Context: an optimization exercise on an open-source flow, tuned for small area, a short achievable clock period and few clock cycles per item. The choices shown serve that exercise and are no tape-out recipe. Function was checked by simulation only, so behaviour that the tests miss may differ from the original.

==> flow/design.v (excerpt) <==
module taylor_cos
(
   input  logic         clock,
   input  logic         reset,
   input  logic         start,
   input  logic [W-1:0] angle_in,
   output logic         ready_out,
   output logic [W-1:0] cos_out
);
Size: ~2200 cells after synthesis, roughly 57 flip-flops, roughly 0.018 mm^2 of cells after synthesis.
==> module taylor_cos, before the edit <==
module taylor_cos
(
   input  logic         clock,
   input  logic         reset,
   input  logic         start,
   input  logic [W-1:0] angle_in,
   output logic         ready_out,
   output logic [W-1:0] cos_out
);
   logic [4:0]  step_q;     
   logic        ready_q;
   logic [24:0] a_q;        
   logic [24:0] b_q;        
   logic        x23_q;      
   logic        idle;
   logic        accept;
   logic [24:0] s_row;
   logic        e_bit;
   logic [24:0] mul_p;
   logic [3:0]  t;
   logic [24:0] acc4;
   logic [23:0] x;
   assign x = {x23_q, a_q[22:0]};
   assign idle   = ~|step_q;
   assign accept = idle & start;
   fxp_mul u_mul (
      .a_in (a_q[23:0]),
      .b_in (b_q),
      .s_in (s_row),
      .e_in (e_bit),
      .p_c  (mul_p)
   );
   always_comb begin
      s_row = {1'b0, {23{x23_q}} & b_q[22:0], 1'b0};
      if (step_q[1]) s_row = 25'h1ffd27d;    
      if (step_q[2]) s_row = 25'h0055555;    
      if (step_q[3]) s_row = 25'h1c00000;    
      if (step_q[4]) s_row = 25'h0800000;    
   end
   assign e_bit = step_q[0] & x23_q;
   logic [7:0] c;
   assign c[0] = x >= 24'd2897;
   assign c[1] = x >= 24'd5931643;
   assign c[2] = x >= 24'd8388609;
   assign c[3] = x >= 24'd10273906;
   assign c[4] = x >= 24'd11863284;
   assign c[5] = x >= 24'd13263555;
   assign c[6] = x >= 24'd14529496;
   assign c[7] = x >= 24'd15693649;
   assign t[3] = c[7];
   assign t[2] = c[3] & ~c[7];
   assign t[1] = (c[1] & ~c[3]) | (c[5] & ~c[7]);
   assign t[0] = (c[0] & ~c[1]) | (c[2] & ~c[3]) | (c[4] & ~c[5]) | (c[6] & ~c[7]);
   assign acc4 = 25'd208 - {21'd0, t};
   always_ff @(posedge clock or posedge reset) begin
      if (reset) begin
         step_q  <= 5'd0;
         ready_q <= 1'b0;
      end else begin
         step_q <= {step_q[3:0], accept};
         if (accept)         ready_q <= 1'b0;
         else if (step_q[4]) ready_q <= 1'b1;
      end
   end
   always_ff @(posedge clock) begin
      if (accept) begin
         a_q   <= {2'b0, angle_in[22:0]};
         b_q   <= {2'b0, angle_in[22:0]};
         x23_q <= angle_in[23];
      end else if (step_q[0]) begin
         a_q <= acc4;
         b_q <= mul_p;
      end else if (!idle) begin
         a_q <= mul_p;
      end
   end
   assign ready_out = ready_q;
   assign cos_out   = a_q[24] ? {W{1'b0}} : a_q[W-1:0];
endmodule
clock: 12.0 ns
lec_check: 0
abc_area: 1
cap_margin: 20
core_margin: 2
core_utilization: 40
slew_margin: 20
synth_hierarchical: 1
standard.sh (not shown) runs the stock make flow with config.mk's settings and CLKGATE_MAP_FILE= SYNTH_SCRIPT=/design/flow/synth_recipe.tcl, a recipe that flattens the netlist after the stock synthesis.
==> flow/flow/run.sh <==
#!/bin/bash
set -euo pipefail
bash standard.sh SETUP_SLACK_MARGIN=5.5 "BUFFER_PORTS_ARGS=-buffer_cell sky130_fd_sc_hd__buf_1" finish > flow.log 2>&1
Testbench counts at the start, summed over its fixed seeds: cycles 3,072, items 512.
Rerun with:
--- a/flow/design.v
+++ b/flow/design.v
@@ -2280,8 +2280,6 @@
    logic [24:0] mul_p;
    logic [3:0]  t;
    logic [24:0] acc4;
-   logic [23:0] x;
-   assign x = {x23_q, a_q[22:0]};
    assign idle   = ~|step_q;
    assign accept = idle & start;
    fxp_mul u_mul (
@@ -2299,20 +2297,20 @@
       if (step_q[4]) s_row = 25'h0800000;    
    end
    assign e_bit = step_q[0] & x23_q;
-   logic [7:0] c;
-   assign c[0] = x >= 24'd2897;
-   assign c[1] = x >= 24'd5931643;
-   assign c[2] = x >= 24'd8388609;
-   assign c[3] = x >= 24'd10273906;
-   assign c[4] = x >= 24'd11863284;
-   assign c[5] = x >= 24'd13263555;
-   assign c[6] = x >= 24'd14529496;
-   assign c[7] = x >= 24'd15693649;
-   assign t[3] = c[7];
-   assign t[2] = c[3] & ~c[7];
-   assign t[1] = (c[1] & ~c[3]) | (c[5] & ~c[7]);
-   assign t[0] = (c[0] & ~c[1]) | (c[2] & ~c[3]) | (c[4] & ~c[5]) | (c[6] & ~c[7]);
-   assign acc4 = 25'd208 - {21'd0, t};
+   logic [23:0] x;
+   assign x = {x23_q, a_q[22:0]};
+   always_comb begin
+      t = 4'd0;
+      if (x >= 24'd2897)     t = t + 4'd1;
+      if (x >= 24'd5931643)  t = t + 4'd1;
+      if (x >= 24'd8388609)  t = t + 4'd1;
+      if (x >= 24'd10273906) t = t + 4'd1;
+      if (x >= 24'd11863284) t = t + 4'd1;
+      if (x >= 24'd13263555) t = t + 4'd1;
+      if (x >= 24'd14529496) t = t + 4'd1;
+      if (x >= 24'd15693649) t = t + 4'd1;
+      acc4 = 25'd208 - {21'd0, t};
+   end
    always_ff @(posedge clock or posedge reset) begin
       if (reset) begin
          step_q  <= 5'd0;
Design area rose by 2.8%.
Die area increases by 3.1%.
Clock skew is about the same.
Maximum frequency rises by 1.2%.
Testbench counts after the change, summed over its fixed seeds: cycles 3,072, items 512.

---

Another version of the RTL of taylor_cos (not shown whole).
Size in the first run: roughly 2200 cells after synthesis, about 56 flip-flops, about 18000 sq um of cells after synthesis.
==> module taylor_cos, before the edit <==
module taylor_cos
(
   input  logic         clock,
   input  logic         reset,
   input  logic         start,
   input  logic [W-1:0] angle_in,
   output logic         ready_out,
   output logic [W-1:0] cos_out
);
   logic [4:0]  step_q;     
   logic        ready_q;
   logic [24:0] a_q;        
   logic [24:0] b_q;        
   logic        idle;
   logic        accept;
   logic [24:0] s_row;
   logic [24:0] mul_p;
   logic [3:0]  t;
   logic [24:0] acc4;
   logic [23:0] x;
   assign x = a_q[23:0];
   assign idle   = ~|step_q;
   assign accept = idle & start;
   fxp_mul u_mul (
      .a_in (a_q[23:0]),
      .b_in (b_q),
      .s_in (s_row),
      .p_c  (mul_p)
   );
   always_comb begin
      s_row = {{24{b_q[23]}} & b_q[23:0], 1'b0};
      if (step_q[1]) s_row = 25'h1ffd27d;    
      if (step_q[2]) s_row = 25'h0055555;    
      if (step_q[3]) s_row = 25'h1c00000;    
      if (step_q[4]) s_row = 25'h0800000;    
   end
   logic [7:0] c;
   assign c[0] = x >= 24'd2897;
   assign c[1] = x >= 24'd5931643;
   assign c[2] = x >= 24'd8388609;
   assign c[3] = x >= 24'd10273906;
   assign c[4] = x >= 24'd11863284;
   assign c[5] = x >= 24'd13263555;
   assign c[6] = x >= 24'd14529496;
   assign c[7] = x >= 24'd15693649;
   assign t[3] = c[7];
   assign t[2] = c[3] & ~c[7];
   assign t[1] = (c[1] & ~c[3]) | (c[5] & ~c[7]);
   assign t[0] = (c[0] & ~c[1]) | (c[2] & ~c[3]) | (c[4] & ~c[5]) | (c[6] & ~c[7]);
   assign acc4 = 25'd208 - {21'd0, t};
   always_ff @(posedge clock or posedge reset) begin
      if (reset) begin
         step_q  <= 5'd0;
         ready_q <= 1'b0;
      end else begin
         step_q <= {step_q[3:0], accept};
         if (accept)         ready_q <= 1'b0;
         else if (step_q[4]) ready_q <= 1'b1;
      end
   end
   always_ff @(posedge clock) begin
      if (accept) begin
         a_q   <= {1'b0, angle_in};
         b_q   <= {1'b0, angle_in};
      end else if (step_q[0]) begin
         a_q <= acc4;
         b_q <= mul_p;
      end else if (!idle) begin
         a_q <= mul_p;
      end
   end
   assign ready_out = ready_q;
   assign cos_out   = a_q[24] ? {W{1'b0}} : a_q[W-1:0];
endmodule
Settings: LEC_CHECK=0, ABC_AREA=1, CAP_MARGIN=20, CORE_MARGIN=2, CORE_UTILIZATION=40, SLEW_MARGIN=20, SYNTH_HIERARCHICAL=1; clock period 12.0 ns.
Scripts as last shown in full above: flow/flow/run.sh
Testbench counts at the start, summed over its fixed seeds: cycles 3,072, items 512.
Edit:
--- a/flow/design.v
+++ b/flow/design.v
@@ -2262,22 +2262,22 @@
    output logic [W-1:0] cos_out
 );
    logic [4:0]  step_q;     
    logic        ready_q;
-   logic [24:0] a_q;        
+   logic [23:0] a_q;        
    logic [24:0] b_q;        
    logic        idle;
    logic        accept;
    logic [24:0] s_row;
    logic [24:0] mul_p;
    logic [3:0]  t;
    logic [24:0] acc4;
    logic [23:0] x;
-   assign x = a_q[23:0];
+   assign x = a_q;
    assign idle   = ~|step_q;
    assign accept = idle & start;
    fxp_mul u_mul (
-      .a_in (a_q[23:0]),
+      .a_in (a_q),
       .b_in (b_q),
       .s_in (s_row),
       .p_c  (mul_p)
    );
@@ -2287,21 +2287,17 @@
       if (step_q[2]) s_row = 25'h0055555;    
       if (step_q[3]) s_row = 25'h1c00000;    
       if (step_q[4]) s_row = 25'h0800000;    
    end
-   logic [7:0] c;
-   assign c[0] = x >= 24'd2897;
+   logic [4:1] c;
    assign c[1] = x >= 24'd5931643;
    assign c[2] = x >= 24'd8388609;
    assign c[3] = x >= 24'd10273906;
    assign c[4] = x >= 24'd11863284;
-   assign c[5] = x >= 24'd13263555;
-   assign c[6] = x >= 24'd14529496;
-   assign c[7] = x >= 24'd15693649;
-   assign t[3] = c[7];
-   assign t[2] = c[3] & ~c[7];
-   assign t[1] = (c[1] & ~c[3]) | (c[5] & ~c[7]);
-   assign t[0] = (c[0] & ~c[1]) | (c[2] & ~c[3]) | (c[4] & ~c[5]) | (c[6] & ~c[7]);
+   assign t[3] = 1'b0;
+   assign t[2] = c[3];
+   assign t[1] = c[1] & ~c[3];
+   assign t[0] = ~c[1] | (c[2] & ~c[3]) | c[4];
    assign acc4 = 25'd208 - {21'd0, t};
    always_ff @(posedge clock or posedge reset) begin
       if (reset) begin
          step_q  <= 5'd0;
@@ -2313,16 +2309,16 @@
       end
    end
    always_ff @(posedge clock) begin
       if (accept) begin
-         a_q   <= {1'b0, angle_in};
+         a_q   <= angle_in;
          b_q   <= {1'b0, angle_in};
       end else if (step_q[0]) begin
-         a_q <= acc4;
+         a_q <= acc4[23:0];
          b_q <= mul_p;
       end else if (!idle) begin
-         a_q <= mul_p;
+         a_q <= mul_p[23:0];
       end
    end
    assign ready_out = ready_q;
-   assign cos_out   = a_q[24] ? {W{1'b0}} : a_q[W-1:0];
+   assign cos_out   = (a_q[23] & a_q[22]) ? {W{1'b0}} : a_q;
 endmodule
Result: Wire length stays flat. Fmax went down slightly. Setup slack gets worse by 0.063 ns. Non-clock buffer count went up by 7. Register-to-register slack gets worse by 0.06 ns. Via count went down by a few percent. Core utilization went up by 0.46 points. Hold slack gets worse by 0.014 ns.
Testbench counts after the change, summed over its fixed seeds: cycles 3,072, items 512.

---

taylor_cos, a different RTL version from the one above (not shown whole).
Size: ~56 flip-flops, ~52 I/O pins, ~0.018 sq mm of cells after synthesis.
==> module taylor_cos, before the edit <==
module taylor_cos
(
   input  logic         clock,
   input  logic         reset,
   input  logic         start,
   input  logic [W-1:0] angle_in,
   output logic         ready_out,
   output logic [W-1:0] cos_out
);
   logic [4:0]  step_q;     
   logic        ready_q;
   logic [24:0] a_q;        
   logic [24:0] b_q;        
   logic        idle;
   logic        accept;
   logic [24:0] s_row;
   logic [24:0] mul_p;
   logic [3:0]  t;
   logic [24:0] acc4;
   logic [23:0] x;
   assign x = a_q[23:0];
   assign idle   = ~|step_q;
   assign accept = idle & start;
   fxp_mul u_mul (
      .a_in (a_q[23:0]),
      .b_in (b_q),
      .s_in (s_row),
      .p_c  (mul_p)
   );
   always_comb begin
      s_row = {{24{b_q[23]}} & b_q[23:0], 1'b0};
      if (step_q[1]) s_row = 25'h1ffd27d;    
      if (step_q[2]) s_row = 25'h0055555;    
      if (step_q[3]) s_row = 25'h1c00000;    
      if (step_q[4]) s_row = 25'h0800000;    
   end
   logic [4:0] c;
   assign c[0] = x >= 24'd2897;
   assign c[1] = x >= 24'd5931643;
   assign c[2] = x >= 24'd8388609;
   assign c[3] = x >= 24'd10273906;
   assign c[4] = x >= 24'd11863284;
   assign t[3] = 1'b0;
   assign t[2] = c[3];
   assign t[1] = c[1] & ~c[3];
   assign t[0] = (c[0] & ~c[1]) | (c[2] & ~c[3]) | c[4];
   assign acc4 = 25'd208 - {21'd0, t};
   always_ff @(posedge clock or posedge reset) begin
      if (reset) begin
         step_q  <= 5'd0;
         ready_q <= 1'b0;
      end else begin
         step_q <= {step_q[3:0], accept};
         if (accept)         ready_q <= 1'b0;
         else if (step_q[4]) ready_q <= 1'b1;
      end
   end
   always_ff @(posedge clock) begin
      if (accept) begin
         a_q   <= {1'b0, angle_in};
         b_q   <= {1'b0, angle_in};
      end else if (step_q[0]) begin
         a_q <= acc4;
         b_q <= mul_p;
      end else if (!idle) begin
         a_q <= mul_p;
      end
   end
   assign ready_out = ready_q;
   assign cos_out   = a_q[24] ? {W{1'b0}} : a_q[W-1:0];
endmodule
==> flow/config.mk <==
export PLATFORM = sky130hd
export DESIGN_NAME = taylor_cos
export DESIGN_NICKNAME = taylor_cos
export VERILOG_FILES = /design/flow/design.v
export SDC_FILE = /design/flow/constraint.sdc
export NUM_CORES = 4
export LEC_CHECK = 0
export ABC_AREA = 1
export CAP_MARGIN = 20
export CORE_MARGIN = 2
export CORE_UTILIZATION = 40
export SLEW_MARGIN = 20
export SYNTH_HIERARCHICAL = 1
==> flow/constraint.sdc <==
create_clock -name core_clock -period 12.0 [get_ports {clock}]
set_input_delay 2.4000 -clock core_clock [delete_from_list [all_inputs] [get_ports {clock}]]
set_output_delay 2.4000 -clock core_clock [all_outputs]
set_load 0.01 [all_outputs]
Scripts as last shown in full above: flow/flow/run.sh
The first run finished with timing, DRC and antenna clean.
Testbench counts at the start, summed over its fixed seeds: cycles 3,072, items 512.
Change:
--- a/flow/design.v
+++ b/flow/design.v
@@ -2285,22 +2285,21 @@
       s_row = {{24{b_q[23]}} & b_q[23:0], 1'b0};
       if (step_q[1]) s_row = 25'h1ffd27d;    
       if (step_q[2]) s_row = 25'h0055555;    
       if (step_q[3]) s_row = 25'h1c00000;    
       if (step_q[4]) s_row = 25'h0800000;    
    end
-   logic [4:0] c;
-   assign c[0] = x >= 24'd2897;
+   logic [4:1] c;
    assign c[1] = x >= 24'd5931643;
    assign c[2] = x >= 24'd8388609;
    assign c[3] = x >= 24'd10273906;
    assign c[4] = x >= 24'd11863284;
    assign t[3] = 1'b0;
    assign t[2] = c[3];
    assign t[1] = c[1] & ~c[3];
-   assign t[0] = (c[0] & ~c[1]) | (c[2] & ~c[3]) | c[4];
+   assign t[0] = ~c[1] | (c[2] & ~c[3]) | c[4];
    assign acc4 = 25'd208 - {21'd0, t};
    always_ff @(posedge clock or posedge reset) begin
       if (reset) begin
          step_q  <= 5'd0;
          ready_q <= 1'b0;
       end else begin
Result: The new run produced a clean layout. Area after synthesis went down by 0.78%. Worst hold slack gets better by 0.016 ns. Utilization is higher by 0.30 points. Non-clock buffer count goes down by 3. Global-route usage hardly moves. Clock skew is about the same. Final cell count went down by 1.5%. Wire length barely changes. Cell area is about the same. Die area fell by 0.77%. Clock-buffer cell count does not change. Worst setup slack loses 0.0070 ns.
Testbench counts after the change, summed over its fixed seeds: cycles 3,072, items 512.

==> re-timing with driven ports <==
The results above use ideal ports. As a check the final layouts listed here were re-extracted and re-timed, cells and wires unchanged. Step 1 sets driving cells, clkbuf_16 on the clock port and buf_2 on the other inputs (assumed; they add their load-dependent delay and slew). Step 2 also shifts input and output timing later by t, the mid clock arrival at the registers, as if the neighbouring blocks saw the same clock. Slacks: ideal / step 1 / step 2; pairs: ideal / step 1.
| run | t, ns | setup slack, ns | worst slew at a driven data input, ns |
|---|---|---|---|
| the first run of note 1 | 0.390 | 5.629 / 5.629 / 5.629 | 0.03 |
| the second run of note 1 | 0.359 | 5.703 / 5.703 / 5.703 | 0.04 |
| the first run of note 2 | 0.366 | 5.764 / 5.764 / 5.764 | 0.04 |
| the second run of note 2 | 0.368 | 5.702 / 5.702 / 5.702 | 0.05 |
| the first run of note 3 | 0.363 | 5.726 / 5.726 / 5.726 | 0.04 |
| the second run of note 3 | 0.369 | 5.719 / 5.719 / 5.719 | 0.04 |
After both steps setup and hold are still met in every run listed.
